This is an optimization exercise on Yosys and OpenROAD, whose aim is small area, a short achievable clock period and few clock cycles per item, not a production implementation.
At most, simulation tests tie the RTL to the original design; equivalence was not proved.
Function not checked in run 3: the RTL went through the layout flow alone.

--- design/flow/config.mk ---
export PLATFORM = sky130hd
export DESIGN_NAME = go_to_goal_drive_controller_unit
export DESIGN_NICKNAME = go_to_goal_drive_controller_unit
export VERILOG_FILES = /design/flow/design.v
export SDC_FILE = /design/flow/constraint.sdc
export NUM_CORES = 4
export LEC_CHECK = 0
export CAP_MARGIN = 20
export CORE_MARGIN = 2
export CORE_UTILIZATION = 55
export SETUP_SLACK_MARGIN = 5
export SLEW_MARGIN = 20
--- design/flow/constraint.sdc ---
create_clock -name core_clock -period 10.0 [get_ports {clk}]
set_input_delay 2.0000 -clock core_clock [delete_from_list [all_inputs] [get_ports {clk}]]
set_output_delay 2.0000 -clock core_clock [all_outputs]
set_load 0.01 [all_outputs]
--- design/flow/design.v ---
`timescale 1ns / 1ps
package ggdc_pkg;
  localparam int CORDIC_STEPS_DEF = 16;
  localparam int ATAN_IW          = 5;    
  localparam int PC_W             = 3;
  localparam logic [1:0] OPN_TICK  = 2'd0;
  localparam logic [1:0] OPN_START = 2'd1;
  localparam logic [1:0] OPN_STOP  = 2'd2;
  localparam longint    PI_Q30       = 64'd3373259426;
  localparam int        PI_Q13       = 25736;
  localparam int        INV_GAIN_Q16 = 39797;
  localparam int        RECIP5_Q18   = 52429;   
  localparam int        TURN_MAX     = 3277;
  localparam int        DRV_TURN_MAX = 2048;
  localparam int        SPEED_MIN    = 819;
  localparam int        SPEED_MAX    = 3277;
  localparam int        SPEED_SAT_D  = 409;     
  typedef enum logic [2:0] {
    OP_IDLE, OP_ROTATE, OP_MUL_LO, OP_MUL_HI, OP_DIST, OP_DECIDE, OP_FINISH, OP_EMIT
  } op_t;
  typedef enum logic [1:0] {
    J_NEXT, J_DISPATCH, J_LOOP, J_WAIT_OUT
  } jmp_t;
  typedef logic [PC_W-1:0] pc_t;
  typedef struct packed {
    op_t  op;
    jmp_t jmp;
    pc_t  target;
  } ucode_t;
  typedef struct packed {
    logic go;
    logic stop;
    logic out_free;
  } cond_t;
  localparam pc_t PC_IDLE   = 3'd0;
  localparam pc_t PC_ROTATE = 3'd1;
  localparam pc_t PC_MUL_LO = 3'd2;
  localparam pc_t PC_MUL_HI = 3'd3;
  localparam pc_t PC_DIST   = 3'd4;
  localparam pc_t PC_DECIDE = 3'd5;
  localparam pc_t PC_FINISH = 3'd6;
  localparam pc_t PC_EMIT   = 3'd7;
endpackage
`timescale 1ns / 1ps
module ggdc_add #(
  parameter int W = 8,
  parameter int STYLE = 1
) (
  input  logic [W-1:0] a,
  input  logic [W-1:0] b,
  input  logic         ci,
  output logic [W-1:0] s
);
  if (STYLE == 0) begin : g_plain
    assign s = a + b + W'(ci);
  end else if (STYLE == 2) begin : g_ripple
    logic [W:0] c;
    always_comb begin
      c[0] = ci;
      for (int i = 0; i < W; i++) begin
        s[i]   = a[i] ^ b[i] ^ c[i];
        c[i+1] = (a[i] & b[i]) | (c[i] & (a[i] ^ b[i]));
      end
    end
  end else begin : g_bk
    localparam int L = $clog2(W);
    logic [W-1:0] p, g, gg, pp;
    always_comb begin
      p  = a ^ b;
      g  = a & b;
      gg = g;
      pp = p;
      gg[0] = g[0] | (p[0] & ci);
      for (int l = 0; l < L; l++) begin
        for (int i = (2 << l) - 1; i < W; i += (2 << l)) begin
          gg[i] = gg[i] | (pp[i] & gg[i - (1 << l)]);
          pp[i] = pp[i] & pp[i - (1 << l)];
        end
      end
      for (int l = L - 2; l >= 0; l--) begin
        for (int i = (3 << l) - 1; i < W; i += (2 << l)) begin
          gg[i] = gg[i] | (pp[i] & gg[i - (1 << l)]);
          pp[i] = pp[i] & pp[i - (1 << l)];
        end
      end
      s[0] = p[0] ^ ci;
      for (int i = 1; i < W; i++) s[i] = p[i] ^ gg[i-1];
    end
  end
endmodule
`timescale 1ns / 1ps
module go_to_goal_drive_controller_unit (
  input  logic        clk,
  input  logic        rst,
  input  logic        psel,
  input  logic        penable,
  input  logic        pwrite,
  input  logic [3:0]  paddr,
  input  logic [31:0] pwdata,
  output logic [31:0] prdata,
  output logic        pready,
  input  logic        s_tvalid,
  output logic        s_tready,
  input  logic [79:0] s_tdata,    
  input  logic [2:0]  s_tuser,    
  output logic        m_tvalid,
  input  logic        m_tready,
  output logic [31:0] m_tdata,    
  output logic [0:0]  m_tuser     
);
  localparam int ADD_STYLE = 1;
  logic signed [31:0] goal_east, goal_north;
  logic [15:0]        arrive_radius;
  logic [14:0]        heading_tolerance;
  wire                cfg_wr = psel & penable & pwrite;
  assign pready = 1'b1;
  always_ff @(posedge clk) begin
    if (rst) begin
      goal_east         <= '0;
      goal_north        <= '0;
      arrive_radius     <= 16'd128;
      heading_tolerance <= 15'd1229;
    end else if (cfg_wr) begin
      case (paddr[3:2])
        2'd0:    goal_east         <= pwdata;
        2'd1:    goal_north        <= pwdata;
        2'd2:    arrive_radius     <= pwdata[15:0];
        default: heading_tolerance <= pwdata[14:0];
      endcase
    end
  end
  always_comb begin
    case (paddr[3:2])
      2'd0:    prdata = goal_east;
      2'd1:    prdata = goal_north;
      2'd2:    prdata = {16'b0, arrive_radius};
      default: prdata = {17'b0, heading_tolerance};
    endcase
  end
  wire adv      = ~m_tvalid | m_tready;
  assign s_tready = adv;
  wire in_acc   = s_tvalid & adv;
  wire in_start = s_tuser[1:0] == 2'd1;
  wire in_stop  = s_tuser[1:0] == 2'd2;
  wire in_tick  = (s_tuser[1:0] == 2'd0) & s_tuser[2];    
  logic r1_v, r1_tick, r1_stop;
  logic signed [15:0] r1_hd;
  logic signed [32:0] r1_dx;
  logic signed [32:0] r1_dy;
  always_ff @(posedge clk) begin
    if (rst) r1_v <= 1'b0;
    else if (adv) r1_v <= in_acc & (in_start | in_stop | in_tick);
    if (adv) begin
      r1_tick <= in_tick;
      r1_stop <= in_stop;
      r1_hd <= s_tdata[79:64];
      r1_dx <= {goal_east[31], goal_east} - {s_tdata[31], s_tdata[31:0]};
      r1_dy <= {goal_north[31], goal_north} - {s_tdata[63], s_tdata[63:32]};
    end
  end
  wire        c0_neg = r1_dx[32];
  wire        c0_dyn = r1_dy[32];
  wire        c0_dyz = ~|r1_dy;
  wire        s_0    = c0_neg ? (c0_dyn | c0_dyz) : ~c0_dyn;    
  wire        c0_mx  = s_0 ^ c0_neg;
  wire [32:0] c0_ax  = r1_dx ^ {33{c0_neg}};
  wire [32:0] c0_ay  = r1_dy ^ {33{c0_dyn}};
  wire [32:0] c0_by  = r1_dy ^ {33{c0_neg}};
  wire [32:0] c0_bx  = r1_dx ^ {33{c0_mx}};
  wire [34:0] c0_x1  = {{2{c0_ax[32]}}, c0_ax} + {{2{c0_ay[32]}}, c0_ay} + {34'b0, c0_neg} + {34'b0, c0_dyn};
  wire [34:0] c0_y1  = {{2{c0_by[32]}}, c0_by} + {{2{c0_bx[32]}}, c0_bx} + {34'b0, c0_neg} + {34'b0, c0_mx};
  wire [1:0]  c0_q   = {c0_neg, ~c0_dyn};    
  wire [44:0] xn_0 = {c0_x1[32:0], 12'b0};
  wire signed [44:0] yn_0 = {c0_y1[32:0], 12'b0};
  logic r2_v, r2_tick, r2_stop;
  logic signed [15:0] r2_hd;
  logic [1:0] r2_q;
  logic [0:0] r2_s;
  logic [44:12] r2_x;
  logic signed [44:12] r2_y;
  always_ff @(posedge clk) begin
    if (rst) r2_v <= 1'b0;
    else if (adv) r2_v <= r1_v;
    if (adv) begin
      r2_tick <= r1_tick;
      r2_stop <= r1_stop;
      r2_hd <= r1_hd;
      r2_q <= c0_q;
      r2_s <= {s_0};
      r2_x <= xn_0[44:12];
      r2_y <= yn_0[44:12];
    end
  end
  wire [44:0] x_1 = {r2_x, 12'b0};
  wire signed [44:0] y_1 = {r2_y, 12'b0};
  wire s_1 = ~y_1[44];    
  wire signed [44:0] ysh_1 = y_1 >>> 1;
  wire [44:0] xsh_1 = x_1 >> 1;
  wire [45:0] xn_1;
  ggdc_add #(.W(46), .STYLE(ADD_STYLE)) u_ax1 (.a(46'(x_1)), .b(46'(ysh_1) ^ {46{~s_1}}), .ci(~s_1), .s(xn_1));
  wire signed [45:0] yn_1;
  ggdc_add #(.W(46), .STYLE(ADD_STYLE)) u_ay1 (.a(46'(y_1)), .b(46'({1'b0, xsh_1}) ^ {46{s_1}}), .ci(s_1), .s(yn_1));
  logic r3_v, r3_tick, r3_stop;
  logic signed [15:0] r3_hd;
  logic [1:0] r3_q;
  logic [1:0] r3_s;
  logic [45:11] r3_x;
  logic signed [45:11] r3_y;
  always_ff @(posedge clk) begin
    if (rst) r3_v <= 1'b0;
    else if (adv) r3_v <= r2_v;
    if (adv) begin
      r3_tick <= r2_tick;
      r3_stop <= r2_stop;
      r3_hd <= r2_hd;
      r3_q <= r2_q;
      r3_s <= {{s_1}, r2_s};
      r3_x <= xn_1[45:11];
      r3_y <= yn_1[45:11];
    end
  end
  wire [45:0] x_2 = {r3_x, 11'b0};
  wire signed [45:0] y_2 = {r3_y, 11'b0};
  wire s_2 = ~y_2[45];    
  wire signed [45:0] ysh_2 = y_2 >>> 2;
  wire [45:0] xsh_2 = x_2 >> 2;
  wire [45:0] xn_2;
  ggdc_add #(.W(46), .STYLE(ADD_STYLE)) u_ax2 (.a(46'(x_2)), .b(46'(ysh_2) ^ {46{~s_2}}), .ci(~s_2), .s(xn_2));
  wire signed [44:0] yn_2;
  ggdc_add #(.W(45), .STYLE(ADD_STYLE)) u_ay2 (.a(45'(y_2)), .b(45'({1'b0, xsh_2}) ^ {45{s_2}}), .ci(s_2), .s(yn_2));
  logic r4_v, r4_tick, r4_stop;
  logic signed [15:0] r4_hd;
  logic [1:0] r4_q;
  logic [2:0] r4_s;
  logic [45:9] r4_x;
  logic signed [44:9] r4_y;
  always_ff @(posedge clk) begin
    if (rst) r4_v <= 1'b0;
    else if (adv) r4_v <= r3_v;
    if (adv) begin
      r4_tick <= r3_tick;
      r4_stop <= r3_stop;
      r4_hd <= r3_hd;
      r4_q <= r3_q;
      r4_s <= {{s_2}, r3_s};
      r4_x <= xn_2[45:9];
      r4_y <= yn_2[44:9];
    end
  end
  wire [45:0] x_3 = {r4_x, 9'b0};
  wire signed [44:0] y_3 = {r4_y, 9'b0};
  wire s_3 = ~y_3[44];    
  wire signed [44:0] ysh_3 = y_3 >>> 3;
  wire [45:0] xsh_3 = x_3 >> 3;
  wire [45:0] xn_3;
  ggdc_add #(.W(46), .STYLE(ADD_STYLE)) u_ax3 (.a(46'(x_3)), .b(46'(ysh_3) ^ {46{~s_3}}), .ci(~s_3), .s(xn_3));
  wire signed [43:0] yn_3;
  ggdc_add #(.W(44), .STYLE(ADD_STYLE)) u_ay3 (.a(44'(y_3)), .b(44'({1'b0, xsh_3}) ^ {44{s_3}}), .ci(s_3), .s(yn_3));
  logic r5_v, r5_tick, r5_stop;
  logic signed [15:0] r5_hd;
  logic [1:0] r5_q;
  logic [3:0] r5_s;
  logic [45:6] r5_x;
  logic signed [43:6] r5_y;
  always_ff @(posedge clk) begin
    if (rst) r5_v <= 1'b0;
    else if (adv) r5_v <= r4_v;
    if (adv) begin
      r5_tick <= r4_tick;
      r5_stop <= r4_stop;
      r5_hd <= r4_hd;
      r5_q <= r4_q;
      r5_s <= {{s_3}, r4_s};
      r5_x <= xn_3[45:6];
      r5_y <= yn_3[43:6];
    end
  end
  wire [45:0] x_4 = {r5_x, 6'b0};
  wire signed [43:0] y_4 = {r5_y, 6'b0};
  wire s_4 = ~y_4[43];    
  wire signed [43:0] ysh_4 = y_4 >>> 4;
  wire [45:0] xsh_4 = x_4 >> 4;
  wire [45:0] xn_4;
  ggdc_add #(.W(46), .STYLE(ADD_STYLE)) u_ax4 (.a(46'(x_4)), .b(46'(ysh_4) ^ {46{~s_4}}), .ci(~s_4), .s(xn_4));
  wire signed [42:0] yn_4;
  ggdc_add #(.W(43), .STYLE(ADD_STYLE)) u_ay4 (.a(43'(y_4)), .b(43'({1'b0, xsh_4}) ^ {43{s_4}}), .ci(s_4), .s(yn_4));
  logic r6_v, r6_tick, r6_stop;
  logic signed [15:0] r6_hd;
  logic [1:0] r6_q;
  logic [4:0] r6_s;
  logic [45:2] r6_x;
  logic signed [42:2] r6_y;
  always_ff @(posedge clk) begin
    if (rst) r6_v <= 1'b0;
    else if (adv) r6_v <= r5_v;
    if (adv) begin
      r6_tick <= r5_tick;
      r6_stop <= r5_stop;
      r6_hd <= r5_hd;
      r6_q <= r5_q;
      r6_s <= {{s_4}, r5_s};
      r6_x <= xn_4[45:2];
      r6_y <= yn_4[42:2];
    end
  end
  wire [45:0] x_5 = {r6_x, 2'b0};
  wire signed [42:0] y_5 = {r6_y, 2'b0};
  wire s_5 = ~y_5[42];    
  wire signed [42:0] ysh_5 = y_5 >>> 5;
  wire [45:0] xsh_5 = x_5 >> 5;
  wire [45:0] xn_5;
  ggdc_add #(.W(46), .STYLE(ADD_STYLE)) u_ax5 (.a(46'(x_5)), .b(46'(ysh_5) ^ {46{~s_5}}), .ci(~s_5), .s(xn_5));
  wire signed [41:0] yn_5;
  ggdc_add #(.W(42), .STYLE(ADD_STYLE)) u_ay5 (.a(42'(y_5)), .b(42'({1'b0, xsh_5}) ^ {42{s_5}}), .ci(s_5), .s(yn_5));
  logic r7_v, r7_tick, r7_stop;
  logic signed [15:0] r7_hd;
  logic [1:0] r7_q;
  logic [5:0] r7_s;
  logic [45:0] r7_x;
  logic signed [41:0] r7_y;
  always_ff @(posedge clk) begin
    if (rst) r7_v <= 1'b0;
    else if (adv) r7_v <= r6_v;
    if (adv) begin
      r7_tick <= r6_tick;
      r7_stop <= r6_stop;
      r7_hd <= r6_hd;
      r7_q <= r6_q;
      r7_s <= {{s_5}, r6_s};
      r7_x <= xn_5[45:0];
      r7_y <= yn_5[41:0];
    end
  end
  wire [45:0] x_6 = r7_x;
  wire signed [41:0] y_6 = r7_y;
  wire s_6 = ~y_6[41];    
  wire signed [41:0] ysh_6 = y_6 >>> 6;
  wire [45:0] xsh_6 = x_6 >> 6;
  wire [45:0] xn_6;
  ggdc_add #(.W(46), .STYLE(ADD_STYLE)) u_ax6 (.a(46'(x_6)), .b(46'(ysh_6) ^ {46{~s_6}}), .ci(~s_6), .s(xn_6));
  wire signed [40:0] yn_6;
  ggdc_add #(.W(41), .STYLE(ADD_STYLE)) u_ay6 (.a(41'(y_6)), .b(41'({1'b0, xsh_6}) ^ {41{s_6}}), .ci(s_6), .s(yn_6));
  logic r8_v, r8_tick, r8_stop;
  logic signed [15:0] r8_hd;
  logic [1:0] r8_q;
  logic [6:0] r8_s;
  logic [45:0] r8_x;
  logic signed [40:0] r8_y;
  always_ff @(posedge clk) begin
    if (rst) r8_v <= 1'b0;
    else if (adv) r8_v <= r7_v;
    if (adv) begin
      r8_tick <= r7_tick;
      r8_stop <= r7_stop;
      r8_hd <= r7_hd;
      r8_q <= r7_q;
      r8_s <= {{s_6}, r7_s};
      r8_x <= xn_6[45:0];
      r8_y <= yn_6[40:0];
    end
  end
  wire [45:0] x_7 = r8_x;
  wire signed [40:0] y_7 = r8_y;
  wire s_7 = ~y_7[40];    
  wire signed [40:0] ysh_7 = y_7 >>> 7;
  wire [45:0] xsh_7 = x_7 >> 7;
  wire [45:0] xn_7;
  ggdc_add #(.W(46), .STYLE(ADD_STYLE)) u_ax7 (.a(46'(x_7)), .b(46'(ysh_7) ^ {46{~s_7}}), .ci(~s_7), .s(xn_7));
  wire signed [39:0] yn_7;
  ggdc_add #(.W(40), .STYLE(ADD_STYLE)) u_ay7 (.a(40'(y_7)), .b(40'({1'b0, xsh_7}) ^ {40{s_7}}), .ci(s_7), .s(yn_7));
  logic r9_v, r9_tick, r9_stop;
  logic signed [15:0] r9_hd;
  logic [1:0] r9_q;
  logic [7:0] r9_s;
  logic [45:0] r9_x;
  logic signed [39:0] r9_y;
  always_ff @(posedge clk) begin
    if (rst) r9_v <= 1'b0;
    else if (adv) r9_v <= r8_v;
    if (adv) begin
      r9_tick <= r8_tick;
      r9_stop <= r8_stop;
      r9_hd <= r8_hd;
      r9_q <= r8_q;
      r9_s <= {{s_7}, r8_s};
      r9_x <= xn_7[45:0];
      r9_y <= yn_7[39:0];
    end
  end
  wire [45:0] x_8 = r9_x;
  wire signed [39:0] y_8 = r9_y;
  wire s_8 = ~y_8[39];    
  wire signed [39:0] ysh_8 = y_8 >>> 8;
  wire [45:0] xsh_8 = x_8 >> 8;
  wire [45:0] xn_8;
  ggdc_add #(.W(46), .STYLE(ADD_STYLE)) u_ax8 (.a(46'(x_8)), .b(46'(ysh_8) ^ {46{~s_8}}), .ci(~s_8), .s(xn_8));
  wire signed [38:0] yn_8;
  ggdc_add #(.W(39), .STYLE(ADD_STYLE)) u_ay8 (.a(39'(y_8)), .b(39'({1'b0, xsh_8}) ^ {39{s_8}}), .ci(s_8), .s(yn_8));
  logic r10_v, r10_tick, r10_stop;
  logic signed [15:0] r10_hd;
  logic [1:0] r10_q;
  logic [8:0] r10_s;
  logic [45:0] r10_x;
  logic signed [38:0] r10_y;
  always_ff @(posedge clk) begin
    if (rst) r10_v <= 1'b0;
    else if (adv) r10_v <= r9_v;
    if (adv) begin
      r10_tick <= r9_tick;
      r10_stop <= r9_stop;
      r10_hd <= r9_hd;
      r10_q <= r9_q;
      r10_s <= {{s_8}, r9_s};
      r10_x <= xn_8[45:0];
      r10_y <= yn_8[38:0];
    end
  end
  wire [45:0] x_9 = r10_x;
  wire signed [38:0] y_9 = r10_y;
  wire s_9 = ~y_9[38];    
  wire signed [38:0] ysh_9 = y_9 >>> 9;
  wire [45:0] xsh_9 = x_9 >> 9;
  wire [45:0] xn_9;
  ggdc_add #(.W(46), .STYLE(ADD_STYLE)) u_ax9 (.a(46'(x_9)), .b(46'(ysh_9) ^ {46{~s_9}}), .ci(~s_9), .s(xn_9));
  wire signed [37:0] yn_9;
  ggdc_add #(.W(38), .STYLE(ADD_STYLE)) u_ay9 (.a(38'(y_9)), .b(38'({1'b0, xsh_9}) ^ {38{s_9}}), .ci(s_9), .s(yn_9));
  logic r11_v, r11_tick, r11_stop;
  logic signed [15:0] r11_hd;
  logic [1:0] r11_q;
  logic [9:0] r11_s;
  logic [45:0] r11_x;
  logic signed [37:0] r11_y;
  always_ff @(posedge clk) begin
    if (rst) r11_v <= 1'b0;
    else if (adv) r11_v <= r10_v;
    if (adv) begin
      r11_tick <= r10_tick;
      r11_stop <= r10_stop;
      r11_hd <= r10_hd;
      r11_q <= r10_q;
      r11_s <= {{s_9}, r10_s};
      r11_x <= xn_9[45:0];
      r11_y <= yn_9[37:0];
    end
  end
  wire [45:0] x_10 = r11_x;
  wire signed [37:0] y_10 = r11_y;
  wire s_10 = ~y_10[37];    
  wire signed [37:0] ysh_10 = y_10 >>> 10;
  wire [45:0] xsh_10 = x_10 >> 10;
  wire [45:0] xn_10;
  ggdc_add #(.W(46), .STYLE(ADD_STYLE)) u_ax10 (.a(46'(x_10)), .b(46'(ysh_10) ^ {46{~s_10}}), .ci(~s_10), .s(xn_10));
  wire signed [36:0] yn_10;
  ggdc_add #(.W(37), .STYLE(ADD_STYLE)) u_ay10 (.a(37'(y_10)), .b(37'({1'b0, xsh_10}) ^ {37{s_10}}), .ci(s_10), .s(yn_10));
  logic r12_v, r12_tick, r12_stop;
  logic signed [15:0] r12_hd;
  logic [1:0] r12_q;
  logic [10:0] r12_s;
  logic [45:0] r12_x;
  logic signed [36:0] r12_y;
  always_ff @(posedge clk) begin
    if (rst) r12_v <= 1'b0;
    else if (adv) r12_v <= r11_v;
    if (adv) begin
      r12_tick <= r11_tick;
      r12_stop <= r11_stop;
      r12_hd <= r11_hd;
      r12_q <= r11_q;
      r12_s <= {{s_10}, r11_s};
      r12_x <= xn_10[45:0];
      r12_y <= yn_10[36:0];
    end
  end
  wire [45:0] x_11 = r12_x;
  wire signed [36:0] y_11 = r12_y;
  wire s_11 = ~y_11[36];    
  wire signed [36:0] ysh_11 = y_11 >>> 11;
  wire [45:0] xsh_11 = x_11 >> 11;
  wire [45:0] xn_11;
  ggdc_add #(.W(46), .STYLE(ADD_STYLE)) u_ax11 (.a(46'(x_11)), .b(46'(ysh_11) ^ {46{~s_11}}), .ci(~s_11), .s(xn_11));
  wire signed [35:0] yn_11;
  ggdc_add #(.W(36), .STYLE(ADD_STYLE)) u_ay11 (.a(36'(y_11)), .b(36'({1'b0, xsh_11}) ^ {36{s_11}}), .ci(s_11), .s(yn_11));
  logic r13_v, r13_tick, r13_stop;
  logic signed [15:0] r13_hd;
  logic [1:0] r13_q;
  logic [11:0] r13_s;
  logic [45:0] r13_x;
  logic signed [35:0] r13_y;
  always_ff @(posedge clk) begin
    if (rst) r13_v <= 1'b0;
    else if (adv) r13_v <= r12_v;
    if (adv) begin
      r13_tick <= r12_tick;
      r13_stop <= r12_stop;
      r13_hd <= r12_hd;
      r13_q <= r12_q;
      r13_s <= {{s_11}, r12_s};
      r13_x <= xn_11[45:0];
      r13_y <= yn_11[35:0];
    end
  end
  wire [45:0] x_12 = r13_x;
  wire signed [35:0] y_12 = r13_y;
  wire s_12 = ~y_12[35];    
  wire signed [35:0] ysh_12 = y_12 >>> 12;
  wire [45:0] xsh_12 = x_12 >> 12;
  wire [45:0] xn_12;
  ggdc_add #(.W(46), .STYLE(ADD_STYLE)) u_ax12 (.a(46'(x_12)), .b(46'(ysh_12) ^ {46{~s_12}}), .ci(~s_12), .s(xn_12));
  wire signed [34:0] yn_12;
  ggdc_add #(.W(35), .STYLE(ADD_STYLE)) u_ay12 (.a(35'(y_12)), .b(35'({1'b0, xsh_12}) ^ {35{s_12}}), .ci(s_12), .s(yn_12));
  logic r14_v, r14_tick, r14_stop;
  logic signed [15:0] r14_hd;
  logic [1:0] r14_q;
  logic [12:0] r14_s;
  logic [45:0] r14_x;
  logic signed [34:0] r14_y;
  always_ff @(posedge clk) begin
    if (rst) r14_v <= 1'b0;
    else if (adv) r14_v <= r13_v;
    if (adv) begin
      r14_tick <= r13_tick;
      r14_stop <= r13_stop;
      r14_hd <= r13_hd;
      r14_q <= r13_q;
      r14_s <= {{s_12}, r13_s};
      r14_x <= xn_12[45:0];
      r14_y <= yn_12[34:0];
    end
  end
  wire [45:0] x_13 = r14_x;
  wire signed [34:0] y_13 = r14_y;
  wire s_13 = ~y_13[34];    
  wire signed [34:0] ysh_13 = y_13 >>> 13;
  wire [45:0] xsh_13 = x_13 >> 13;
  wire [45:0] xn_13;
  ggdc_add #(.W(46), .STYLE(ADD_STYLE)) u_ax13 (.a(46'(x_13)), .b(46'(ysh_13) ^ {46{~s_13}}), .ci(~s_13), .s(xn_13));
  wire signed [33:0] yn_13;
  ggdc_add #(.W(34), .STYLE(ADD_STYLE)) u_ay13 (.a(34'(y_13)), .b(34'({1'b0, xsh_13}) ^ {34{s_13}}), .ci(s_13), .s(yn_13));
  logic r15_v, r15_tick, r15_stop;
  logic signed [15:0] r15_hd;
  logic [1:0] r15_q;
  logic [13:0] r15_s;
  logic [45:0] r15_x;
  logic signed [33:0] r15_y;
  always_ff @(posedge clk) begin
    if (rst) r15_v <= 1'b0;
    else if (adv) r15_v <= r14_v;
    if (adv) begin
      r15_tick <= r14_tick;
      r15_stop <= r14_stop;
      r15_hd <= r14_hd;
      r15_q <= r14_q;
      r15_s <= {{s_13}, r14_s};
      r15_x <= xn_13[45:0];
      r15_y <= yn_13[33:0];
    end
  end
  wire [45:0] x_14 = r15_x;
  wire signed [33:0] y_14 = r15_y;
  wire s_14 = ~y_14[33];    
  wire signed [33:0] ysh_14 = y_14 >>> 14;
  wire [45:0] xsh_14 = x_14 >> 14;
  wire [45:0] xn_14;
  ggdc_add #(.W(46), .STYLE(ADD_STYLE)) u_ax14 (.a(46'(x_14)), .b(46'(ysh_14) ^ {46{~s_14}}), .ci(~s_14), .s(xn_14));
  wire signed [32:0] yn_14;
  ggdc_add #(.W(33), .STYLE(ADD_STYLE)) u_ay14 (.a(33'(y_14)), .b(33'({1'b0, xsh_14}) ^ {33{s_14}}), .ci(s_14), .s(yn_14));
  logic r16_v, r16_tick, r16_stop;
  logic signed [15:0] r16_hd;
  logic [1:0] r16_q;
  logic [14:0] r16_s;
  logic [45:0] r16_x;
  logic signed [32:0] r16_y;
  always_ff @(posedge clk) begin
    if (rst) r16_v <= 1'b0;
    else if (adv) r16_v <= r15_v;
    if (adv) begin
      r16_tick <= r15_tick;
      r16_stop <= r15_stop;
      r16_hd <= r15_hd;
      r16_q <= r15_q;
      r16_s <= {{s_14}, r15_s};
      r16_x <= xn_14[45:0];
      r16_y <= yn_14[32:0];
    end
  end
  wire [45:0] x_15 = r16_x;
  wire signed [32:0] y_15 = r16_y;
  wire s_15 = ~y_15[32];    
  wire signed [32:0] ysh_15 = y_15 >>> 15;
  wire [45:0] xsh_15 = x_15 >> 15;
  wire [45:0] xn_15;
  ggdc_add #(.W(46), .STYLE(ADD_STYLE)) u_ax15 (.a(46'(x_15)), .b(46'(ysh_15) ^ {46{~s_15}}), .ci(~s_15), .s(xn_15));
  wire signed [31:0] yn_15;
  ggdc_add #(.W(32), .STYLE(ADD_STYLE)) u_ay15 (.a(32'(y_15)), .b(32'({1'b0, xsh_15}) ^ {32{s_15}}), .ci(s_15), .s(yn_15));
  wire [14:0] sg = 15'({{s_15}, r16_s});    
  wire [4:0] ta_i = ~sg[4:0];
  logic [33:0] ta;
  always_comb begin
    case (ta_i)
      5'd0: ta = 34'd3609486738;
      5'd1: ta = 34'd1922857024;
      5'd2: ta = 34'd2613811080;
      5'd3: ta = 34'd927181366;
      5'd4: ta = 34'd3083399064;
      5'd5: ta = 34'd1396769350;
      5'd6: ta = 34'd2087723406;
      5'd7: ta = 34'd401093692;
      5'd8: ta = 34'd3342436420;
      5'd9: ta = 34'd1655806706;
      5'd10: ta = 34'd2346760762;
      5'd11: ta = 34'd660131048;
      5'd12: ta = 34'd2816348746;
      5'd13: ta = 34'd1129719032;
      5'd14: ta = 34'd1820673088;
      5'd15: ta = 34'd134043374;
      5'd16: ta = 34'd3475443364;
      5'd17: ta = 34'd1788813650;
      5'd18: ta = 34'd2479767706;
      5'd19: ta = 34'd793137992;
      5'd20: ta = 34'd2949355690;
      5'd21: ta = 34'd1262725976;
      5'd22: ta = 34'd1953680032;
      5'd23: ta = 34'd267050318;
      5'd24: ta = 34'd3208393046;
      5'd25: ta = 34'd1521763332;
      5'd26: ta = 34'd2212717388;
      5'd27: ta = 34'd526087674;
      5'd28: ta = 34'd2682305372;
      5'd29: ta = 34'd995675658;
      5'd30: ta = 34'd1686629714;
      5'd31: ta = 34'd0;
      default: ta = '0;
    endcase
  end
  wire [4:0] tb_i = ~sg[9:5];
  logic [33:0] tb;
  always_comb begin
    case (tb_i)
      5'd0: tb = 34'd129998472;
      5'd1: tb = 34'd62911440;
      5'd2: tb = 34'd96446770;
      5'd3: tb = 34'd29359738;
      5'd4: tb = 34'd113221598;
      5'd5: tb = 34'd46134566;
      5'd6: tb = 34'd79669896;
      5'd7: tb = 34'd12582864;
      5'd8: tb = 34'd121609906;
      5'd9: tb = 34'd54522874;
      5'd10: tb = 34'd88058204;
      5'd11: tb = 34'd20971172;
      5'd12: tb = 34'd104833032;
      5'd13: tb = 34'd37746000;
      5'd14: tb = 34'd71281330;
      5'd15: tb = 34'd4194298;
      5'd16: tb = 34'd125804174;
      5'd17: tb = 34'd58717142;
      5'd18: tb = 34'd92252472;
      5'd19: tb = 34'd25165440;
      5'd20: tb = 34'd109027300;
      5'd21: tb = 34'd41940268;
      5'd22: tb = 34'd75475598;
      5'd23: tb = 34'd8388566;
      5'd24: tb = 34'd117415608;
      5'd25: tb = 34'd50328576;
      5'd26: tb = 34'd83863906;
      5'd27: tb = 34'd16776874;
      5'd28: tb = 34'd100638734;
      5'd29: tb = 34'd33551702;
      5'd30: tb = 34'd67087032;
      5'd31: tb = 34'd0;
      default: tb = '0;
    endcase
  end
  logic [35:0] kq;
  always_comb begin
    case (r16_q)
      2'b11:   kq = 36'd1501649045;
      2'b10:   kq = 36'd63474606929;
      default: kq = 36'd66847866355;
    endcase
  end
  wire [35:0] zf = {14'b0, sg[10], sg[11], sg[12], sg[13], sg[14], 17'b0};    
  wire [35:0] zh = {~{{3{r16_hd[15]}}, r16_hd}, 17'b0};
  wire [35:0] zc_s0_0 = kq ^ 36'(ta) ^ 36'(tb);
  wire [35:0] zc_c0_0 = {((kq & 36'(ta)) | (kq & 36'(tb)) | (36'(ta) & 36'(tb)))} << 1;
  wire [35:0] zc_s1_0 = zc_s0_0 ^ zc_c0_0 ^ zf;
  wire [35:0] zc_c1_0 = {((zc_s0_0 & zc_c0_0) | (zc_s0_0 & zf) | (zc_c0_0 & zf))} << 1;
  wire [35:0] zc_s2_0 = zc_s1_0 ^ zc_c1_0 ^ zh;
  wire [35:0] zc_c2_0 = {((zc_s1_0 & zc_c1_0) | (zc_s1_0 & zh) | (zc_c1_0 & zh))} << 1;
  wire [17:0] zlo;
  ggdc_add #(.W(18), .STYLE(ADD_STYLE)) u_zl (.a({1'b0, zc_s2_0[16:0]}), .b({1'b0, zc_c2_0[16:0]}), .ci(1'b0), .s(zlo));
  wire [18:0] zhs = zc_s2_0[35:17];
  wire [18:0] zhc = zc_c2_0[35:17];
  logic r17_v, r17_tick, r17_stop;
  logic  r17_s15;
  logic [18:0] r17_zhs;
  logic [18:0] r17_zhc;
  logic  r17_zca;
  logic  r17_zl16;
  logic [45:0] r17_x;
  always_ff @(posedge clk) begin
    if (rst) r17_v <= 1'b0;
    else if (adv) r17_v <= r16_v;
    if (adv) begin
      r17_tick <= r16_tick;
      r17_stop <= r16_stop;
      r17_s15 <= s_15;
      r17_zhs <= zhs;
      r17_zhc <= zhc;
      r17_zca <= zlo[17];
      r17_zl16 <= zlo[16];
      r17_x <= xn_15[45:0];
    end
  end
  wire [45:0] x_16 = r17_x;
  wire        zc2 = r17_zl16 & r17_s15;    
  wire [18:0] zk  = {17'b0, zc2 & r17_zca, zc2 ^ r17_zca};
  wire [18:0] ec_s0_0 = r17_zhs ^ r17_zhc ^ zk;
  wire [18:0] ec_c0_0 = {((r17_zhs & r17_zhc) | (r17_zhs & zk) | (r17_zhc & zk))} << 1;
  wire signed [18:0] err_raw;
  ggdc_add #(.W(19), .STYLE(ADD_STYLE)) u_er (.a(ec_s0_0), .b(ec_c0_0), .ci(1'b0), .s(err_raw));
  wire        dbig = |x_16[45:29];
  wire [45:0] dx29 = 46'(x_16[28:0]);
  wire [45:0] dc_s0_0 = (dx29 << 15) ^ (dx29 << 13) ^ (dx29 << 2);
  wire [45:0] dc_c0_0 = {(((dx29 << 15) & (dx29 << 13)) | ((dx29 << 15) & (dx29 << 2)) | ((dx29 << 13) & (dx29 << 2)))} << 1;
  wire [45:0] dc_s0_3 = dx29 ^ ~(dx29 << 10) ^ ~(dx29 << 7);
  wire [45:0] dc_c0_3 = {((dx29 & ~(dx29 << 10)) | (dx29 & ~(dx29 << 7)) | (~(dx29 << 10) & ~(dx29 << 7)))} << 1;
  wire [45:0] dc_s1_0 = dc_s0_0 ^ dc_c0_0 ^ dc_s0_3;
  wire [45:0] dc_c1_0 = {((dc_s0_0 & dc_c0_0) | (dc_s0_0 & dc_s0_3) | (dc_c0_0 & dc_s0_3))} << 1;
  wire [45:0] dc_s1_3 = dc_c0_3 ^ ~(dx29 << 4) ^ 46'd134217731;
  wire [45:0] dc_c1_3 = {((dc_c0_3 & ~(dx29 << 4)) | (dc_c0_3 & 46'd134217731) | (~(dx29 << 4) & 46'd134217731))} << 1;
  wire [45:0] dc_s2_0 = dc_s1_0 ^ dc_c1_0 ^ dc_s1_3;
  wire [45:0] dc_c2_0 = {((dc_s1_0 & dc_c1_0) | (dc_s1_0 & dc_s1_3) | (dc_c1_0 & dc_s1_3))} << 1;
  wire [45:0] dc_s3_0 = dc_s2_0 ^ dc_c2_0 ^ dc_c1_3;
  wire [45:0] dc_c3_0 = {((dc_s2_0 & dc_c2_0) | (dc_s2_0 & dc_c1_3) | (dc_c2_0 & dc_c1_3))} << 1;
  wire [28:0] dlo;
  ggdc_add #(.W(29), .STYLE(ADD_STYLE)) u_dl (.a({1'b0, dc_s3_0[27:0]}), .b({1'b0, dc_c3_0[27:0]}), .ci(1'b0), .s(dlo));
  logic r18_v, r18_tick, r18_stop;
  logic signed [18:0] r18_err;
  logic [16:0] r18_ds;
  logic [16:0] r18_dc;
  logic  r18_dcy;
  logic  r18_big;
  always_ff @(posedge clk) begin
    if (rst) r18_v <= 1'b0;
    else if (adv) r18_v <= r17_v;
    if (adv) begin
      r18_tick <= r17_tick;
      r18_stop <= r17_stop;
      r18_err <= err_raw;
      r18_ds <= dc_s3_0[44:28];
      r18_dc <= dc_c3_0[44:28];
      r18_dcy <= dlo[28];
      r18_big <= dbig;
    end
  end
  wire [16:0] dval;
  ggdc_add #(.W(17), .STYLE(ADD_STYLE)) u_dh (.a(r18_ds), .b(r18_dc), .ci(r18_dcy), .s(dval));
  localparam logic signed [18:0] PI_E   = 19'sd25736;
  localparam logic signed [18:0] TWO_PI = 19'sd51472;
  logic signed [18:0] err_w;
  always_comb begin
    if (r18_err > PI_E)       err_w = r18_err - TWO_PI;
    else if (r18_err < -PI_E) err_w = r18_err + TWO_PI;
    else                       err_w = r18_err;
  end
  wire        e_neg = err_w[18];
  wire [15:0] e_mag = 16'(e_neg ? -err_w : err_w);      
  wire        reach = ~r18_big & ({1'b0, dval} < {2'b0, arrive_radius});
  wire        d_hi  = r18_big | (dval > 17'd409);
  wire        d_lo  = dval < 17'd103;                   
  logic r19_v, r19_tick, r19_stop;
  logic  r19_reach;
  logic  r19_hi;
  logic  r19_lo;
  logic  r19_neg;
  logic [15:0] r19_mag;
  logic [8:0] r19_d;
  always_ff @(posedge clk) begin
    if (rst) r19_v <= 1'b0;
    else if (adv) r19_v <= r18_v;
    if (adv) begin
      r19_tick <= r18_tick;
      r19_stop <= r18_stop;
      r19_reach <= reach;
      r19_hi <= d_hi;
      r19_lo <= d_lo;
      r19_neg <= e_neg;
      r19_mag <= e_mag;
      r19_d <= dval[8:0];
    end
  end
  wire        spin   = {1'b0, r19_mag} > {2'b0, heading_tolerance};
  wire [17:0] spin_t = (18'(r19_mag) + {1'b0, r19_mag, 1'b0} + 18'd2) >> 2;    
  wire        f_sat  = r19_mag >= 16'd5119;
  wire [27:0] f_m    = 28'(r19_mag[12:0]);
  wire [27:0] fc_s0_0 = (f_m << 14) ^ (f_m << 13) ^ (f_m << 10);
  wire [27:0] fc_c0_0 = {(((f_m << 14) & (f_m << 13)) | ((f_m << 14) & (f_m << 10)) | ((f_m << 13) & (f_m << 10)))} << 1;
  wire [27:0] fc_s0_3 = (f_m << 9) ^ (f_m << 6) ^ (f_m << 5);
  wire [27:0] fc_c0_3 = {(((f_m << 9) & (f_m << 6)) | ((f_m << 9) & (f_m << 5)) | ((f_m << 6) & (f_m << 5)))} << 1;
  wire [27:0] fc_s1_0 = fc_s0_0 ^ fc_c0_0 ^ fc_s0_3;
  wire [27:0] fc_c1_0 = {((fc_s0_0 & fc_c0_0) | (fc_s0_0 & fc_s0_3) | (fc_c0_0 & fc_s0_3))} << 1;
  wire [27:0] fc_s1_3 = fc_c0_3 ^ (f_m << 3) ^ 28'd26216;
  wire [27:0] fc_c1_3 = {((fc_c0_3 & (f_m << 3)) | (fc_c0_3 & 28'd26216) | ((f_m << 3) & 28'd26216))} << 1;
  wire [27:0] fc_s2_0 = fc_s1_0 ^ fc_c1_0 ^ fc_s1_3;
  wire [27:0] fc_c2_0 = {((fc_s1_0 & fc_c1_0) | (fc_s1_0 & fc_s1_3) | (fc_c1_0 & fc_s1_3))} << 1;
  wire [27:0] fc_s3_0 = fc_s2_0 ^ fc_c2_0 ^ fc_c1_3;
  wire [27:0] fc_c3_0 = {((fc_s2_0 & fc_c2_0) | (fc_s2_0 & fc_c1_3) | (fc_c2_0 & fc_c1_3))} << 1;
  wire [27:0] f_prod;
  ggdc_add #(.W(28), .STYLE(ADD_STYLE)) u_fp (.a(fc_s3_0), .b(fc_c3_0), .ci(1'b0), .s(f_prod));    
  wire [11:0] f_q    = f_prod[27:16];
  wire        spin_sat = r19_mag >= 16'd4370;                
  wire [11:0] spd = r19_hi ? 12'd3277 : (r19_lo ? 12'd819 : {r19_d, 3'b0});
  logic r20_v, r20_tick, r20_stop;
  logic  r20_reach;
  logic  r20_neg;
  logic  r20_spin;
  logic  r20_ssat;
  logic  r20_fsat;
  logic [11:0] r20_st;
  logic [11:0] r20_fq;
  logic [11:0] r20_spd;
  always_ff @(posedge clk) begin
    if (rst) r20_v <= 1'b0;
    else if (adv) r20_v <= r19_v;
    if (adv) begin
      r20_tick <= r19_tick;
      r20_stop <= r19_stop;
      r20_reach <= r19_reach;
      r20_neg <= r19_neg;
      r20_spin <= spin;
      r20_ssat <= spin_sat;
      r20_fsat <= f_sat;
      r20_st <= spin_t[11:0];
      r20_fq <= f_q;
      r20_spd <= spd;
    end
  end
  wire [11:0] t_mag = r20_spin ? (r20_ssat ? 12'd3277 : r20_st) : (r20_fsat ? 12'd2048 : r20_fq);
  wire [11:0] o_spd = r20_spin ? 12'd0 : r20_spd;
  logic armed;
  wire  tick_live = r20_v & r20_tick & armed;
  wire  beat      = r20_v & (r20_stop | tick_live);
  logic [11:0] o_speed;
  logic [12:0] o_turn;
  logic        o_arr;
  always_ff @(posedge clk) begin
    if (rst) begin
      armed    <= 1'b0;
      m_tvalid <= 1'b0;
    end else if (adv) begin
      m_tvalid <= beat;
      if (r20_v & ~r20_tick & ~r20_stop) armed <= 1'b1;    
      else if (r20_v & r20_stop)           armed <= 1'b0;    
      else if (tick_live & r20_reach)       armed <= 1'b0;    
    end
    if (adv) begin
      if (~tick_live | r20_reach) begin
        o_speed <= '0;
        o_turn  <= '0;
      end else begin
        o_speed <= o_spd;
        o_turn  <= r20_neg ? -{1'b0, t_mag} : {1'b0, t_mag};
      end
      o_arr <= tick_live & r20_reach;
    end
  end
  assign m_tdata = {7'b0, o_turn, o_speed};
  assign m_tuser = o_arr;
endmodule
--- design/flow/run.sh ---
#!/bin/bash
# synth_recipe.tcl (not shown) runs the flow's synth.tcl, then flattens the netlist and writes it again
# the make line also repeats each setting of config.mk as NAME=value (left out here)
make -C /OpenROAD-flow-scripts/flow DESIGN_CONFIG=/design/flow/config.mk WORK_HOME=/design/flow/orfs CLKGATE_MAP_FILE= SYNTH_SCRIPT=/design/flow/synth_recipe.tcl finish
==> impl_metrics.json, run 1 <==
{
  "syn_to_final_growth_pct": 11.5,
  "rows": 184,
  "cp_cell_sequence": "buf_6, buf_4, clkinvlp_4, fa_1, inv_1, fa_1, inv_1, fa_1, fa_1, inv_1, ha_1, o21ai_2, o21ai_1, a21o_1, a21o_1, a21o_1, a31oi_4, o21a_1, o21a_1, fa_2, xor2_2, xnor2_1",
  "ctsHoldBuffers": 0,
  "critical-path-top-delay-family": "adder cells",
  "setup_viol": 0,
  "io_pins": 194,
  "grt_pass1_wl_mm": 490,
  "hold_path.class": "flip-flop to flip-flop",
  "synth_area_leader_cell": "edfxtp_1",
  "clock_latency_ns": 0.86,
  "ys_seq_elements": 2057,
  "avgRoutedWirePerCell_microns": 19.9,
  "clock_sinks": 2057,
  "synth_seq_area_share_pct": 43.7,
  "synth_most_common_cell": "edfxtp_1",
  "synth_commonest_cells": "edfxtp_1 (1940), inv_1 (1872), ha_1 (1552)",
  "fin_crit_sh_pct": 51.4,
  "crit_required_ns": 10.61,
  "core-area_sq_mm": 0.251,
  "place_hpwl_mm": 245,
  "utilization_pct": 61.6,
  "synthesis.instances": 11778,
  "worst_slew_pin_slew_ns": 1.16,
  "path_class": "flip-flop to flip-flop",
  "async_flop_share_pct": 0,
  "final_antenna_net_count": 0,
  "cts_max_path_buffers": 3,
  "clockRootBuffer": "clkbuf_16",
  "ctsHtreeMaxLevel": 4,
  "dp.cells": 15152,
  "grt_pass1_vias": 87980,
  "fmax_ghz": 0.194,
  "fin_nets": 14562,
  "synth_top_cell_area_share_pct": 42.0,
  "critPathMaxFanout": 2,
  "critPathBufInv": 6,
  "whs_ns": 0.410,
  "maxCapViolations": 0,
  "cts_made_buffers": 226,
  "run_status": "timing/DRC/antenna clean",
  "worstSetupStartpointType": "flip-flop",
  "grt_use_total_pct": 24.4,
  "endpoint_kind": "flip-flop",
  "io_buffers": 183,
  "hold_violations": 0,
  "synth_edf_count": 1940,
  "die_w_microns": 506,
  "synth_top_cells_by_area": "edfxtp_1 (42%), ha_1 (14%), fa_1 (10%)",
  "max_stage_delay_ns": 0.53,
  "dr.pass1.iters": 6,
  "max_slew_margin_pct": 22.2,
  "place.gp.congestion": 0.907,
  "first_iter_violations": 4790,
  "wl_mm": 313,
  "final.setup.tns_ns": 0,
  "cp.arrival_ns": 5.76,
  "synth_flop_cell": "edfxtp_1",
  "drc": 0,
  "fin_crit_ns": 5.14,
  "die_area_sq_mm": 0.256,
  "finClkSkew_ns": 0.0596,
  "dr_total_vias": 84180,
  "grt_max_degree": 184,
  "viasPerCell": 5.35,
  "avgSynthCellArea_sq_um": 11.8,
  "initial_core_util_pct": 55.2,
  "layout-drive-gt1-share_pct": 6.38,
  "drv_slew": 0,
  "synth.distinct_cells": 94,
  "layout.cells.non_filler": 15729,
  "syn_area_sq_mm": 0.139,
  "grt_setup_unrepaired": "true",
  "die_h_microns": 506,
  "critical-path-slowest-cell": "fa_1",
  "ys_warn_count": 35,
  "antenna_found_initial": 13,
  "worst-r2r-setup-slack_ns": 4.86,
  "cts_tree": "built",
  "crit_top_cell": "fa_1",
  "gr-total-overflow": 0,
  "clk_pin_slew_ns": 0.06
}
==> worst register-to-register path, stage by stage, from the launching register on <==
cell,delay [ns]
edfxtp_1,0.37
buf_6,0.11
buf_4,0.12
clkinvlp_4,0.08
fa_1,0.48
inv_1,0.06
fa_1,0.53
inv_1,0.05
fa_1,0.46
fa_1,0.54
inv_1,0.05
ha_1,0.28
o21ai_2,0.07
o21ai_1,0.13
a21o_1,0.16
a21o_1,0.12
a21o_1,0.17
a31oi_4,0.10
o21a_1,0.22
o21a_1,0.20
fa_2,0.35
xor2_2,0.15
xnor2_1,0.12
==> stage by stage <==
step,worst slack [ns],instance area [sq um]
3_5_place_dp,3.77,144000
5_1_grt,4.63,155000
3_3_place_gp,3.77,144000
6_report,4.86,155000
2_1_floorplan,1.26,139000
4_1_cts,4.83,154000
==> metal layers <==
metal | wire [microns] | up-vias | track usage [%]
met3 | 9910 | 483 | 2.58
met5 | 0 | - | 0
li1 | - | 41056 | -
met4 | 9230 | 0 | 6.77
met1 | 135000 | 41336 | 31.7
met2 | 159000 | 1305 | 43.4
==> cells by family after synthesis <==
group	after synthesis	synth area share, %
buffers and inverters	2103	5.71
muxes	58	0.585
xor gates and xnor gates	1821	11.5
and+or+nand+nor	1628	5.72
adders and majority gates	2262	24.2
other	2	0.00541
AOI/OAI and AO/OA	1847	8.56
DFF	2057	43.7
==> registers in the layout (all words and copies together) (netlist names), 38 cells and up <==
signal,cells
r7_x,46
r7_y,42
r9_x,46
r14_x,46
r13_x,46
r8_x,46
r10_y,39
r10_x,46
r11_y,38
r5_y,38
r5_x,40
r6_y,41
r15_x,46
r12_x,46
r9_y,40
r11_x,46
r17_x,46
r8_y,41
r16_x,46
r6_x,44
==> area by class of cell <==
cell class / count / area [sq um]
Antenna cell: 3 / 7.51
Inverter: 1875 / 7080
Tap cell: 3348 / 4190
Fill cell: 20042 / 96400
Sequential cell: 2057 / 60600
Clock buffer: 268 / 5860
Clock inverter: 163 / 1860
Multi-Input combinational cell: 7625 / 71100
Timing Repair Buffer: 389 / 4020
Timing Repair inverter: 1 / 8.76
==> final timing paths <==
| path | cells after the start | to | start |
|---|---|---|---|
| setup reg to reg | 22 | r20_fq[11] | r19_mag[5] |
| setup / recovery | 22 | r20_fq[11] | r19_mag[5] |
| hold reg to reg | 0 | r12_hd[7] | r11_hd[7] |
| hold / removal | 0 | r12_hd[7] | r11_hd[7] |
==> placed cells by master, fill, tap and decap left out, types with 90 or more instances in the layout <==
cell / count
ha_1: 1537
a21oi_1: 608
xnor2_1: 1058
nor2b_1: 103
nand2_1: 496
o21ai_0: 210
nand2b_1: 99
xor2_1: 756
edfxtp_1: 1940
a21o_1: 360
nor2_1: 373
inv_1: 1854
nand4_1: 90
o21a_1: 125
dfxtp_1: 117
clkdlybuf4s50_1: 145
nor3_1: 91
buf_4: 147
clkbuf_16: 233
fa_1: 703
==> what timing repair did <==
action	4_1_cts	5_1_grt
resized for setup	211	140
endpoints found under the setup margin	623	146
cloned	12	6
pin swaps	56	56
buffers inserted	81	44
Testbench counts, summed over its fixed seeds: cycles 3,160, items 2,603.
==> inputs of run 2 (changes only) <==
--- a/design/flow/config.mk
+++ b/design/flow/config.mk
@@ -9,3 +9,3 @@
 export CORE_MARGIN = 2
-export CORE_UTILIZATION = 55
+export CORE_UTILIZATION = 40
 export SETUP_SLACK_MARGIN = 5
==> run 2 against run 1 <==
Compared with the run above: count of clock-buffer cells in the layout grew 22; wire length increased by 0.59%; sequential cell count did not move; area after synthesis did not move; critical path depth fell by 2; via count decreased by 1.3%; worst hold slack lost 0.027 ns; global-route usage shrank 6.7 points; clock skew increased by 0.070 ns.
==> impl_metrics.json, run 2 <==
{
  "synthMuxAreaShare_pct": 0.585,
  "synthSimpleGateAreaFrac_pct": 5.72,
  "synth_commonest_cells": "edfxtp_1 (1940), inv_1 (1872), ha_1 (1552)",
  "io_pins": 194,
  "place.gp.congestion": 0.874,
  "die_w_microns": 593,
  "final.setup.tns_ns": 0,
  "maxCapViolations": 0,
  "endpoint_kind": "flip-flop",
  "run_status": "timing/DRC/antenna clean",
  "setup_viol": 0,
  "most-common-layout-cells": "edfxtp_1 (1940), inv_1 (1855), ha_1 (1539)",
  "timing.rr.end": "r20_fq[11]",
  "worstSetupStartpointType": "flip-flop",
  "hold_path.class": "flip-flop to flip-flop",
  "max_slew_margin_pct": 27.8,
  "die_h_microns": 593,
  "hold_end": "r11_s[7]",
  "first_iter_violations": 4985,
  "ctsHtreeMaxLevel": 4,
  "avgRoutedWirePerCell_microns": 18.5,
  "clock_sinks": 2057,
  "critPathMaxFanout": 3,
  "rows": 216,
  "grt_pass1_wl_mm": 485,
  "timing.rr.start": "r19_mag[1]",
  "cp.arrival_ns": 5.86,
  "drc": 0,
  "hold_violations": 0,
  "worst-r2r-setup-slack_ns": 4.82,
  "final_area_sq_mm": 0.156,
  "placed_area_sq_mm": 0.146,
  "clockRootBuffer": "clkbuf_16",
  "whs_ns": 0.384,
  "synthAdderAreaFrac_pct": 24.2,
  "nFillCells": 31648,
  "synth_top_family_by_area": "adder cells",
  "place_hpwl_mm": 242,
  "dr_total_vias": 83120,
  "clock_latency_ns": 0.96,
  "viasPerCell": 4.90,
  "clk_pin_slew_ns": 0.06,
  "fin_crit_ns": 5.18,
  "fin_crit_sh_pct": 51.8,
  "ys_seq_elements": 2057,
  "ctsHoldBuffers": 0,
  "grt_setup_unrepaired": "true",
  "synth_top_cells_by_area": "edfxtp_1 (42%), ha_1 (14%), fa_1 (10%)",
  "initial_core_util_pct": 40.1,
  "utilization_pct": 45.2,
  "synth_flop_cell": "edfxtp_1",
  "cts_made_buffers": 232,
  "synth_edf_count": 1940,
  "max_stage_delay_ns": 0.56,
  "cts_tree": "built",
  "syn_area_sq_mm": 0.139,
  "startpoint": "r19_mag[1]",
  "final_antenna_net_count": 0,
  "synthesis.instances": 11778,
  "synth-compound-area-share_pct": 8.56,
  "synth_seq_area_share_pct": 43.7,
  "syn_to_final_growth_pct": 12.7,
  "dr.pass1.iters": 5,
  "holdPathStages": 0,
  "hp-start": "r10_s[7]",
  "grt_pass1_vias": 83875,
  "cp_cell_sequence": "buf_6, inv_4, fa_1, inv_2, fa_1, fa_1, fa_1, ha_2, o21a_1, o21ai_2, o21ai_2, a21o_1, a21o_1, a21o_1, a31oi_4, o21a_1, o21a_1, fa_2, xor2_1, xnor2_1",
  "ys_warn_count": 35,
  "critical-path-slowest-cell": "fa_1",
  "synth_area_leader_cell": "edfxtp_1",
  "layout-drive-gt1-share_pct": 6.60,
  "synth_top_cell_area_share_pct": 42.0,
  "fin_nets": 14577,
  "grt_use_total_pct": 17.8,
  "synth.distinct_cells": 94,
  "cts_max_path_buffers": 4,
  "layout.area.seq_sq_mm": 0.0606,
  "crit_top_cell": "fa_1",
  "yosys.area_share.xor_xnor_pct": 11.5,
  "synth_most_common_cell": "edfxtp_1",
  "final_common_cell": "edfxtp_1",
  "finClkSkew_ns": 0.129,
  "path_class": "flip-flop to flip-flop",
  "grt_max_degree": 177,
  "antenna_found_initial": 10,
  "worst_slew_pin_slew_ns": 1.08,
  "die_area_sq_mm": 0.352,
  "io_buffers": 183,
  "drv_slew": 0,
  "rr_worst_depth": 20,
  "fmax_ghz": 0.193,
  "wl_mm": 314,
  "crit_required_ns": 10.68,
  "avgSynthCellArea_sq_um": 11.8,
  "core-area_sq_mm": 0.346,
  "async_flop_share_pct": 0,
  "multi_input_area_sq_mm": 0.0711,
  "gr-total-overflow": 0
}
-- run 2: kinds of logic (layout without fill, tap and decap cells) --
kind of cell,after synthesis,after routing
buf+inv,2103,2700
other cells,2,17
mux,58,58
fa+ha+maj,2262,2262
xor+xnor,1821,1821
simple gates,1628,1631
flops,2057,2057
compound gates,1847,1847
-- run 2: layer usage --
metal	track usage [%]	part of all wire, %	up-vias
met3	1.99	3.6	404
li1	-	-	41107
met1	24.4	46	40270
met5	0	0	-
met4	4.80	2.9	0
met2	29.8	47	1339
-- run 2: worst max-delay path by stage --
stage,to,slack (ns),depth (start not counted)
final,r20_fq[11],4.82,20
after detailed placement,r2_y[44],3.55,21
after CTS,r20_fq[11],4.86,21
after floorplan,s_tready,1.26,3
after global routing,r20_fq[11],4.67,20
after global placement,r2_y[44],3.50,21
-- run 2: worst max-delay path: cells and delay by family (launching register included) --
kind | cells | cell delay (ns)
fa+ha+maj | 6 | 2.67
compound gates | 9 | 1.33
flops | 1 | 0.45
xor+xnor | 2 | 0.27
buf+inv | 3 | 0.23
-- run 2: repair_timing --
item / CTS / global route
cloned: 9 / 8
buffers inserted: 81 / 55
resized for setup: 248 / 134
pin swaps: 46 / 46
hold endpoints to repair: 0 / 0
endpoints found under the setup margin: 573 / 171
-- run 2: final cells by class --
| cell class | instances | area share (%) |
|---|---|---|
| repair buffers | 394 | 2.61 |
| repair inverters | 3 | 0.0144 |
| diodes | 9 | 0.0144 |
| flip-flops and latches | 2057 | 38.8 |
| well taps | 4578 | 3.66 |
| clock inverters | 138 | 0.939 |
| multi-input cells | 7627 | 45.5 |
| clock buffers | 290 | 3.97 |
| inverters | 1875 | 4.53 |
-- run 2: stage by stage --
| step | setup slack [ns] | instances |
|---|---|---|
| 2_1_floorplan | 1.26 | 11784 |
| 6_report | 4.82 | 16971 |
| 3_3_place_gp | 3.50 | 16380 |
| 4_1_cts | 4.86 | 16899 |
| 3_5_place_dp | 3.55 | 16381 |
| 5_1_grt | 4.67 | 16967 |
==> inputs of run 3 (changes only) <==
--- a/design/flow/design.v
+++ b/design/flow/design.v
@@ -693,2 +693,3 @@
   wire [18:0] zhc = zc_c2_0[35:17];
+  wire xbig_15 = (|x_15[45:29]) | xn_15[29];
   logic r17_v, r17_tick, r17_stop;
@@ -699,3 +700,4 @@
   logic  r17_zl16;
-  logic [45:0] r17_x;
+  logic [28:0] r17_x;
+  logic  r17_big;
   always_ff @(posedge clk) begin
@@ -711,6 +713,6 @@
       r17_zl16 <= zlo[16];
-      r17_x <= xn_15[45:0];
+      r17_x <= xn_15[28:0];
+      r17_big <= xbig_15;
     end
   end
-  wire [45:0] x_16 = r17_x;
   wire        zc2 = r17_zl16 & r17_s15;    
@@ -721,4 +723,4 @@
   ggdc_add #(.W(19), .STYLE(ADD_STYLE)) u_er (.a(ec_s0_0), .b(ec_c0_0), .ci(1'b0), .s(err_raw));
-  wire        dbig = |x_16[45:29];
-  wire [45:0] dx29 = 46'(x_16[28:0]);
+  wire        dbig = r17_big;
+  wire [45:0] dx29 = 46'(r17_x);
   wire [45:0] dc_s0_0 = (dx29 << 15) ^ (dx29 << 13) ^ (dx29 << 2);
@@ -808,5 +810,6 @@
   wire [27:0] fc_c3_0 = {((fc_s2_0 & fc_c2_0) | (fc_s2_0 & fc_c1_3) | (fc_c2_0 & fc_c1_3))} << 1;
-  wire [27:0] f_prod;
-  ggdc_add #(.W(28), .STYLE(ADD_STYLE)) u_fp (.a(fc_s3_0), .b(fc_c3_0), .ci(1'b0), .s(f_prod));    
-  wire [11:0] f_q    = f_prod[27:16];
+  wire [16:0] f_lo;
+  ggdc_add #(.W(17), .STYLE(ADD_STYLE)) u_fl (.a({1'b0, fc_s3_0[15:0]}), .b({1'b0, fc_c3_0[15:0]}), .ci(1'b0), .s(f_lo));
+  wire [11:0] f_s = fc_s3_0[27:16];
+  wire [11:0] f_c = fc_c3_0[27:16];
   wire        spin_sat = r19_mag >= 16'd4370;                
@@ -820,3 +823,5 @@
   logic [11:0] r20_st;
-  logic [11:0] r20_fq;
+  logic [11:0] r20_fs;
+  logic [11:0] r20_fc;
+  logic  r20_fcy;
   logic [11:0] r20_spd;
@@ -834,3 +839,5 @@
       r20_st <= spin_t[11:0];
-      r20_fq <= f_q;
+      r20_fs <= f_s;
+      r20_fc <= f_c;
+      r20_fcy <= f_lo[16];
       r20_spd <= spd;
@@ -838,3 +845,5 @@
   end
-  wire [11:0] t_mag = r20_spin ? (r20_ssat ? 12'd3277 : r20_st) : (r20_fsat ? 12'd2048 : r20_fq);
+  wire [11:0] f_q;
+  ggdc_add #(.W(12), .STYLE(ADD_STYLE)) u_fh (.a(r20_fs), .b(r20_fc), .ci(r20_fcy), .s(f_q));    
+  wire [11:0] t_mag = r20_spin ? (r20_ssat ? 12'd3277 : r20_st) : (r20_fsat ? 12'd2048 : f_q);
   wire [11:0] o_spd = r20_spin ? 12'd0 : r20_spd;
--- a/design/flow/config.mk
+++ b/design/flow/config.mk
@@ -10,2 +10,3 @@
 export CORE_UTILIZATION = 40
+export CTS_BUF_LIST = sky130_fd_sc_hd__clkbuf_4 sky130_fd_sc_hd__clkbuf_8
 export SETUP_SLACK_MARGIN = 5
==> run 3 against run 2 <==
Compared with the run above: highest routed layer is now met5; register-to-register slack improved by 0.11 ns; still clean; worst setup slack improved by 0.018 ns; count of clock-buffer cells in the layout rose by 198; largest cell class unchanged; critical endpoint is now prdata[6]; sequential cell count fell by 3; first-iteration DRC count rose by 1.1%; non-clock buffer count rose by 5; final cell count rose by 1.5%.
==> impl_metrics.json, run 3 <==
{
  "run_status": "timing/DRC/antenna clean",
  "wl_mm": 310,
  "cp.arrival_ns": 3.16,
  "synth_flop_cell": "edfxtp_1",
  "clockRootBuffer": "clkbuf_8",
  "io_pins": 194,
  "grt_setup_unrepaired": "true",
  "final_common_cell": "edfxtp_1",
  "synth.distinct_cells": 98,
  "layout.cells.non_filler": 17222,
  "grt_max_degree": 163,
  "die_area_sq_mm": 0.351,
  "grt_pass1_vias": 85507,
  "viasPerCell": 4.88,
  "grt_use_total_pct": 17.6,
  "dr_total_vias": 84104,
  "synthesis.instances": 11795,
  "first_iter_violations": 5039,
  "grt_pass1_wl_mm": 482,
  "finClkSkew_ns": 0.115,
  "syn_area_sq_mm": 0.139,
  "avgSynthCellArea_sq_um": 11.7,
  "synth_top_cells_by_area": "edfxtp_1 (42%), ha_1 (14%), fa_1 (10%)",
  "clock_sinks": 2054,
  "syn_to_final_growth_pct": 12.6,
  "avgRoutedWirePerCell_microns": 18.0,
  "ys_seq_elements": 2054,
  "async_flop_share_pct": 0,
  "dp.cells": 16403,
  "clk_pin_slew_ns": 0.06,
  "antenna_found_initial": 18,
  "dr.pass1.iters": 5,
  "synth_commonest_cells": "edfxtp_1 (1937), inv_1 (1835), ha_1 (1541)",
  "ys_warn_count": 35,
  "max_stage_delay_ns": 0.56,
  "rows": 216,
  "final_area_sq_mm": 0.156,
  "setup_viol": 0,
  "synth_top_cell_area_share_pct": 42.0,
  "whs_ns": 0.389,
  "synth_area_leader_cell": "edfxtp_1",
  "cts_max_path_buffers": 4,
  "layout-drive-gt1-share_pct": 8.12,
  "initial_core_util_pct": 40.1,
  "cts_made_buffers": 369,
  "die_h_microns": 593,
  "hold_path.class": "flip-flop to flip-flop",
  "fin_crit_ns": 5.16,
  "drv_slew": 0,
  "worst_slew_pin_slew_ns": 1.03,
  "placed_area_sq_mm": 0.146,
  "ctsHoldBuffers": 0,
  "synth_edf_count": 1937,
  "cts_tree": "built",
  "endpoint_kind": "output port",
  "die_w_microns": 593,
  "fmax_ghz": 0.194,
  "gr-total-overflow": 0,
  "io_buffers": 183,
  "fin_nets": 14719,
  "synth_seq_area_share_pct": 43.7,
  "ctsHtreeMaxLevel": 5,
  "place.gp.congestion": 0.877,
  "crit_required_ns": 8.00,
  "path_class": "input port to output port",
  "worstSetupStartpointType": "input port",
  "cp_cell_sequence": "buf_12, buf_12, buf_8, buf_8, mux4_2, buf_6",
  "clock_latency_ns": 1.13,
  "drc": 0,
  "final.setup.tns_ns": 0,
  "utilization_pct": 45.2,
  "most-common-layout-cells": "edfxtp_1 (1937), inv_1 (1823), ha_1 (1527)",
  "max_slew_margin_pct": 31.4,
  "maxCapViolations": 0,
  "place_hpwl_mm": 239,
  "hold_violations": 0,
  "synth_most_common_cell": "edfxtp_1",
  "critPathMaxFanout": 4,
  "core-area_sq_mm": 0.345,
  "fin_crit_sh_pct": 51.6,
  "critical-path-slowest-cell": "mux4_2",
  "final_antenna_net_count": 0
}
run 3: cell count changes after synthesis, sizes merged, moves of 11 or more:
cell / before / now
ha: 1552 / 1541
nor2: 376 / 403
a21oi: 624 / 612
nand3: 78 / 104
a21o: 360 / 338
xnor2: 1063 / 1051
nor3: 97 / 122
o211ai: 41 / 29
o21bai: 87 / 73
a31oi: 50 / 62
nand2: 499 / 527
inv: 1873 / 1835
run 3: per-stage QoR:
stage | setup WS, ns
global placement | 3.47
finish | 4.84
floorplan | 1.29
global route | 4.78
detailed placement | 3.41
CTS | 4.77
run 3: layout make-up:
class                   count  area (sq um)
inverters                1836          6930
repair inverters            4          27.5
clock inverters           177          1550
well taps                4578          5730
flip-flops and latches   2054         60500
repair buffers            399          4040
diodes                      8          20.0
clock buffers             488          6050
multi-input cells        7678         71300
fillers                 31898        189000
run 3: cells by family (layout without fill, tap and decap cells):
logic type / Yosys count / after routing / synth area share, %
compound gates: 1808 / 1808 / 8.38
xor+xnor: 1809 / 1809 / 11.4
fa+ha+maj: 2252 / 2252 / 24.2
buf+inv: 2070 / 2904 / 5.63
flops: 2054 / 2054 / 43.7
mux: 61 / 61 / 0.624
other cells: 2 / 16 / 0.00542
simple gates: 1739 / 1740 / 6.09
run 3: per-layer routing:
| metal | wire [microns] | vias up | track usage (%) |
|---|---|---|---|
| li1 | - | 41577 | - |
| met2 | 147000 | 1557 | 29.8 |
| met3 | 13400 | 541 | 2.10 |
| met1 | 140000 | 40427 | 23.5 |
| met4 | 9380 | 2 | 5.43 |
| met5 | 13 | - | 0 |
run 3: path summary, 6_finish.rpt:
kind / slack (ns) / start / end / cells after the start
min reg2reg: 0.39 / r15_hd[14] / r16_hd[14] / 0
max reg2reg: 4.93 / r1_dy[16] / r2_y[44] / 23
min: 0.39 / r15_hd[14] / r16_hd[14] / 0
max: 4.84 / paddr[2] / prdata[6] / 6
run 3: critical path: cells and delay by family:
kind                   cells  cell delay (ns)
multiplexers               1             0.56
buffers and inverters      5             0.59
run 3: timing repair:
item | 4_1_cts | 5_1_grt
resized for setup | 209 | 171
gates cloned | 7 | 6
pin swaps | 12 | 56
setup buffers | 53 | 80
endpoints found under the setup margin | 260 | 193

[what the ideal ports hide]
How much do the figures lean on ideal ports? The routed layouts below were timed once more, with nothing changed but the port constraints. Step 1 (the two cells are an assumption about what drives the block):
set clk [get_ports {clk}]
set_driving_cell -lib_cell sky130_fd_sc_hd__clkbuf_16 $clk
set_driving_cell -lib_cell sky130_fd_sc_hd__buf_2 [delete_from_list [all_inputs] $clk]
Step 2 adds t to the input delays and takes it off the output delays; t is the mean of the earliest and latest rising clock arrival at the registers after step 1. Input paths then give back, and output paths get back, about the clock's delay inside the block. Three values: ideal, step 1, step 2; two values: the first two.
run | shift t [ns] | setup WS [ns] | worst setup path at the end
run 1 | 0.929 | 4.857 / 4.857 / 4.310 | input to register
run 2 | 1.000 | 4.820 / 4.820 / 4.096 | input to register
run 3 | 1.181 | 4.838 / 4.774 / 4.028 | input to register
After both steps every run listed still meets setup and hold. The setup slack of run 3, which loses most, moves by -0.064 ns with the drivers and by -0.810 ns with both steps.
